Source: an optimization exercise on an open RTL-to-GDS flow (aim: a short achievable clock period). Production flows keep margins and buffers that such runs may drop.
In this exercise RTL edits were held to simulation tests only and were not proved equivalent to the original.
Power figures rest on the tool's default switching activity, not on a simulated workload.

== delta ==
==> flow/design.v <==
module cclu_multi_entry #(
  parameter int AW           = 32,
  parameter int TW           = 32,
  parameter int CW           = 32,
  parameter int DEPTH        = 16,
  parameter int REPLACE_MODE = 0
) (
  input  logic                         clk,
  input  logic                         reset,
  input  logic                         cmd_valid,
  output logic                         cmd_ready,
  input  logic [1:0]                   command,
  input  logic [AW-1:0]                addres_in,
  input  logic [TW-1:0]                target_in,
  input  logic [CW-1:0]                counter_in,
  output logic                         valid,
  output logic                         hit,
  output logic                         error,
  output logic [TW-1:0]                target_out,
  output logic                         isFull,
  output logic                         isEmpty,
  output logic [$clog2(DEPTH+1)-1:0]   occupancy
);
  localparam int OW = $clog2(DEPTH+1);
  localparam logic [1:0] CMD_ACCESS = 2'b01;
  localparam logic [1:0] CMD_POP    = 2'b10;
  localparam logic [1:0] CMD_FLUSH  = 2'b11;
  logic              flush_r;
  logic [DEPTH-1:0]  v_r;
  logic [OW-1:0]     occ_r;
  logic [DEPTH-1:0][AW-1:0]    addr_r;
  logic [DEPTH-1:0][TW-1:0]    tgt_r;
  logic [DEPTH-1:0][CW-1:0]    cnt_r;     
  logic [DEPTH-1:0]            pend_r;    
  logic [DEPTH-1:0]            lu_r;      
  logic [DEPTH*DEPTH-1:0]      older_r;   
  assign occupancy = occ_r;
  assign cmd_ready = !flush_r && !reset;
  logic idle_v, acc, pop, flsh;
  assign idle_v = !flush_r && cmd_valid;
  assign acc    = idle_v && (command == CMD_ACCESS);
  assign pop    = idle_v && (command == CMD_POP);
  assign flsh   = idle_v && (command == CMD_FLUSH);
  logic empty_c, full_c;
  assign empty_c = isEmpty;
  assign full_c  = isFull;
  logic cin_zero, cin_one, cin_many;
  assign cin_zero = (counter_in == {CW{1'b0}});
  assign cin_one  = (counter_in == CW'(1));
  assign cin_many = !cin_zero && !cin_one;
  logic [DEPTH-1:0] last_use;    
  logic [DEPTH-1:0] oldest;      
  logic [DEPTH-1:0] free_first;  
  logic [DEPTH-1:0] evict;       
  logic [DEPTH-1:0] load;        
  logic [DEPTH-1:0] lu_hit, lu_keep;
  always_comb begin
    for (int k = 0; k < DEPTH; k++) begin
      last_use[k] = lu_r[k];
      lu_keep[k]  = pend_r[k] ? (cnt_r[k] == CW'(3)) : (cnt_r[k] == CW'(2));
      lu_hit[k]   = pend_r[k] ? (cnt_r[k] == CW'(4)) : (cnt_r[k] == CW'(3));
    end
  end
  always_comb begin
    for (int k = 0; k < DEPTH; k++) begin
      oldest[k] = v_r[k];
      for (int j = 0; j < DEPTH; j++) begin
        if (j < k) begin
          if (v_r[j] && older_r[j*DEPTH+k]) oldest[k] = 1'b0;
        end else if (j > k) begin
          if (v_r[j] && !older_r[k*DEPTH+j]) oldest[k] = 1'b0;
        end
      end
    end
  end
  logic seen;
  always_comb begin
    seen = 1'b0;
    for (int k = 0; k < DEPTH; k++) begin
      free_first[k] = !v_r[k] && !seen;
      if (!v_r[k]) seen = 1'b1;
    end
  end
  logic [DEPTH-1:0] m;
  logic             hit_c, rm_c;
  always_comb begin
    for (int k = 0; k < DEPTH; k++) begin
      m[k] = acc && v_r[k] && (addr_r[k] == addres_in);
    end
  end
  assign hit_c = |m;
  assign rm_c  = |(m & last_use);
  logic ins_ok, ins;
  assign ins_ok = acc && cin_many && !full_c;
  assign ins    = ins_ok && !hit_c;
  logic repl;
  assign repl = (REPLACE_MODE != 0) && acc && cin_many && full_c && !hit_c;
  always_comb begin
    for (int k = 0; k < DEPTH; k++) begin
      evict[k] = repl && oldest[k];
      load[k]  = !v_r[k] || evict[k];
    end
  end
  logic [TW-1:0] hit_tgt, pop_tgt;
  always_comb begin
    hit_tgt = {TW{1'b0}};
    pop_tgt = {TW{1'b0}};
    for (int k = 0; k < DEPTH; k++) begin
      hit_tgt = hit_tgt | ({TW{m[k]}} & tgt_r[k]);
      pop_tgt = pop_tgt | ({TW{oldest[k]}} & tgt_r[k]);
    end
  end
  logic             flush_s;
  logic [DEPTH-1:0] v_n, v_s;
  logic [OW-1:0]    occ_n, occ_s;
  logic             full_n, empty_n, full_s, empty_s;
  logic             valid_n, error_n, valid_s, hit_s, error_s;
  logic [TW-1:0]    tout_n;
  always_comb begin
    flush_s = flush_r;
    v_n     = v_r;
    occ_n   = occ_r;
    valid_n = 1'b0;
    error_n = 1'b0;
    tout_n  = target_out;
    if (flush_r) begin
      occ_n   = occ_r - OW'(1);
      v_n     = {DEPTH{1'b0}};
      valid_n = (occ_r == OW'(1));
      flush_s = (occ_r != OW'(1));
    end else if (acc) begin
      if (cin_zero) begin
        error_n = 1'b1;
      end else if (cin_one) begin
        valid_n = 1'b1;
        tout_n  = target_in;
      end else if (!full_c) begin
        v_n     = v_r | free_first;
        occ_n   = occ_r + OW'(1);
        valid_n = 1'b1;
        tout_n  = target_in;
      end else if (REPLACE_MODE == 0) begin
        error_n = 1'b1;
      end else begin
        valid_n = 1'b1;
        tout_n  = target_in;
      end
    end else if (pop) begin
      if (!empty_c) begin
        v_n     = v_r & ~oldest;
        occ_n   = occ_r - OW'(1);
        valid_n = 1'b1;
        tout_n  = pop_tgt;
      end else begin
        error_n = 1'b1;
      end
    end else if (flsh) begin
      if (empty_c) begin
        valid_n = 1'b1;
      end else begin
        flush_s = 1'b1;
        v_n     = {DEPTH{1'b0}};
      end
    end
  end
  logic occ_one, occ_top;
  assign occ_one = (occ_r == OW'(1));
  assign occ_top = (occ_r == OW'(DEPTH - 1));
  always_comb begin
    if (flush_r) begin
      full_n  = 1'b0;
      empty_n = occ_one;
    end else if (acc) begin
      full_n  = isFull || (cin_many && occ_top);
      empty_n = isEmpty && !cin_many;
    end else if (pop) begin
      full_n  = 1'b0;
      empty_n = isEmpty || occ_one;
    end else begin
      full_n  = isFull;
      empty_n = isEmpty;
    end
  end
  assign valid_s = hit_c | valid_n;
  assign hit_s   = hit_c;
  assign error_s = !hit_c && error_n;
  logic [TW-1:0] tout_hit_r, tout_oth_r;
  assign target_out = tout_hit_r | tout_oth_r;
  assign v_s     = hit_c ? (v_r & ~(m & last_use)) : v_n;
  assign occ_s   = hit_c ? (rm_c ? occ_r - OW'(1) : occ_r) : occ_n;
  assign full_s  = hit_c ? (isFull && !rm_c) : full_n;
  assign empty_s = hit_c ? (rm_c && occ_one) : empty_n;
  always_ff @(posedge clk or posedge reset) begin
    if (reset) begin
      flush_r    <= 1'b0;
      v_r        <= {DEPTH{1'b0}};
      occ_r      <= {OW{1'b0}};
      valid      <= 1'b0;
      hit        <= 1'b0;
      error      <= 1'b0;
      tout_hit_r <= {TW{1'b0}};
      tout_oth_r <= {TW{1'b0}};
      isFull     <= 1'b0;
      isEmpty    <= 1'b1;
    end else begin
      flush_r    <= flush_s;
      v_r        <= v_s;
      occ_r      <= occ_s;
      valid      <= valid_s;
      hit        <= hit_s;
      error      <= error_s;
      tout_hit_r <= hit_tgt;
      tout_oth_r <= hit_c ? {TW{1'b0}} : tout_n;
      isFull     <= full_s;
      isEmpty    <= empty_s;
    end
  end
  always_ff @(posedge clk) begin
    for (int k = 0; k < DEPTH; k++) begin
      if (load[k]) begin
        addr_r[k] <= addres_in;
        tgt_r[k]  <= target_in;
        cnt_r[k]  <= counter_in;
        pend_r[k] <= 1'b0;
        lu_r[k]   <= (counter_in == CW'(2));
      end else begin
        if (pend_r[k]) cnt_r[k] <= cnt_r[k] - CW'(1);
        pend_r[k] <= m[k];
        lu_r[k]   <= m[k] ? lu_hit[k] : lu_keep[k];
      end
    end
  end
  always_ff @(posedge clk) begin
    for (int j = 0; j < DEPTH; j++) begin
      for (int k = 0; k < DEPTH; k++) begin
        if (k <= j) begin
        end else if (load[k]) begin
          older_r[j*DEPTH+k] <= v_r[j] && !evict[j];
        end else if (load[j]) begin
          older_r[j*DEPTH+k] <= 1'b0;
        end
      end
    end
  end
endmodule
==> flow/config.mk <==
export PLATFORM = sky130hd
export DESIGN_NAME = cclu_multi_entry
export DESIGN_NICKNAME = cclu_multi_entry
export VERILOG_FILES = /design/flow/design.v
export SDC_FILE = /design/flow/constraint.sdc
export NUM_CORES = 4
export LEC_CHECK = 0
export ABC_CLOCK_PERIOD_IN_PS = 3000
export CAP_MARGIN = 20
export CORE_MARGIN = 2
export CORE_UTILIZATION = 40
export PLACE_DENSITY = 0.6
export SETUP_SLACK_MARGIN = 5
export SLEW_MARGIN = 20
==> flow/constraint.sdc <==
create_clock -name core_clock -period 8.5 [get_ports {clk}]
set_input_delay 1.7000 -clock core_clock [delete_from_list [all_inputs] [get_ports {clk}]]
set_output_delay 1.7000 -clock core_clock [all_outputs]
set_load 0.01 [all_outputs]
standard.sh (not shown) runs the stock make flow with config.mk's settings and CLKGATE_MAP_FILE= SYNTH_SCRIPT=/design/flow/synth_recipe.tcl, a recipe that flattens the netlist after the stock synthesis.
==> flow/flow/run.sh <==
#!/bin/bash
# Layout flow: the standard ORFS flow (standard.sh), unchanged except
# that the port buffers are sky130_fd_sc_hd__buf_4 instead of the buffer
# cell buffer_ports picks by default (a slow delay buffer that the
# footprint-matched repair cannot replace). Every port still gets a buffer.
# The full make output (every tool's log is also kept by ORFS under
# orfs/logs/) goes to flow_make.log in the work folder.
set -euo pipefail
bash standard.sh "BUFFER_PORTS_ARGS=-buffer_cell sky130_fd_sc_hd__buf_4" finish > flow_make.log 2>&1
> inputs changed (delta -> gamma)
==> flow/run.sh (new file) <==
#!/bin/bash
# synth_recipe.tcl (not shown) runs the flow's synth.tcl, then flattens the netlist and writes it again
# the make line also repeats each setting of config.mk as NAME=value (left out here)
make -C /OpenROAD-flow-scripts/flow DESIGN_CONFIG=/design/flow/config.mk WORK_HOME=/design/flow/orfs CLKGATE_MAP_FILE= SYNTH_SCRIPT=/design/flow/synth_recipe.tcl finish
removed: flow/flow/run.sh
removed: flow/standard.sh
==> run summary <==
In summary, gamma completed successfully, with a layout that passed the timing, DRC and antenna checks.
~same sequential power in delta and gamma
Delta (gamma minus delta): power consumed by combinational cells increased by about 18% relative to the old numbers; register-to-register slack down 30 ps; setup slack of the critical path after layout went down by 7.1 ps.
Reported for delta and gamma, number of well taps turned out identical to the last digit.
gamma vs delta, share of the core filled with cells in the final layout went up by 2.3 points.
In the reports for delta and gamma, the smaller non-clock buffer total of the final layout belongs to delta.

## afterwards: timing with drivers on the ports
No port has a modelled driver above. Below, the same layouts with a new extraction and two added sets of constraints.
Step 1 (the two cells are an assumption about what drives the block):
set clk [get_ports {clk}]
set_driving_cell -lib_cell sky130_fd_sc_hd__clkbuf_16 $clk
set_driving_cell -lib_cell sky130_fd_sc_hd__buf_2 [delete_from_list [all_inputs] $clk]
Step 2 times the ports against the registers' clock, not the clock port: input delays grow and output delays shrink by t, the midpoint of the rising clock arrivals with the driver on.
Slacks: ideal / step 1 / step 2; pairs: ideal / step 1.
run	t (ns)	slack for setup (ns)	worst setup path after step 2	latest minus earliest clock arrival (ns)	worst data-port slew with drivers (ns)
delta	0.914	4.832 / 4.781 / 3.988	input to register	0.090 / 0.089	0.19
gamma	0.940	4.825 / 4.787 / 3.974	input to register	0.071 / 0.071	0.13
After both steps setup and hold are still met in every run listed. For gamma, which loses most, drivers alone change the setup slack by -0.038 ns; drivers and shift together by -0.851 ns.
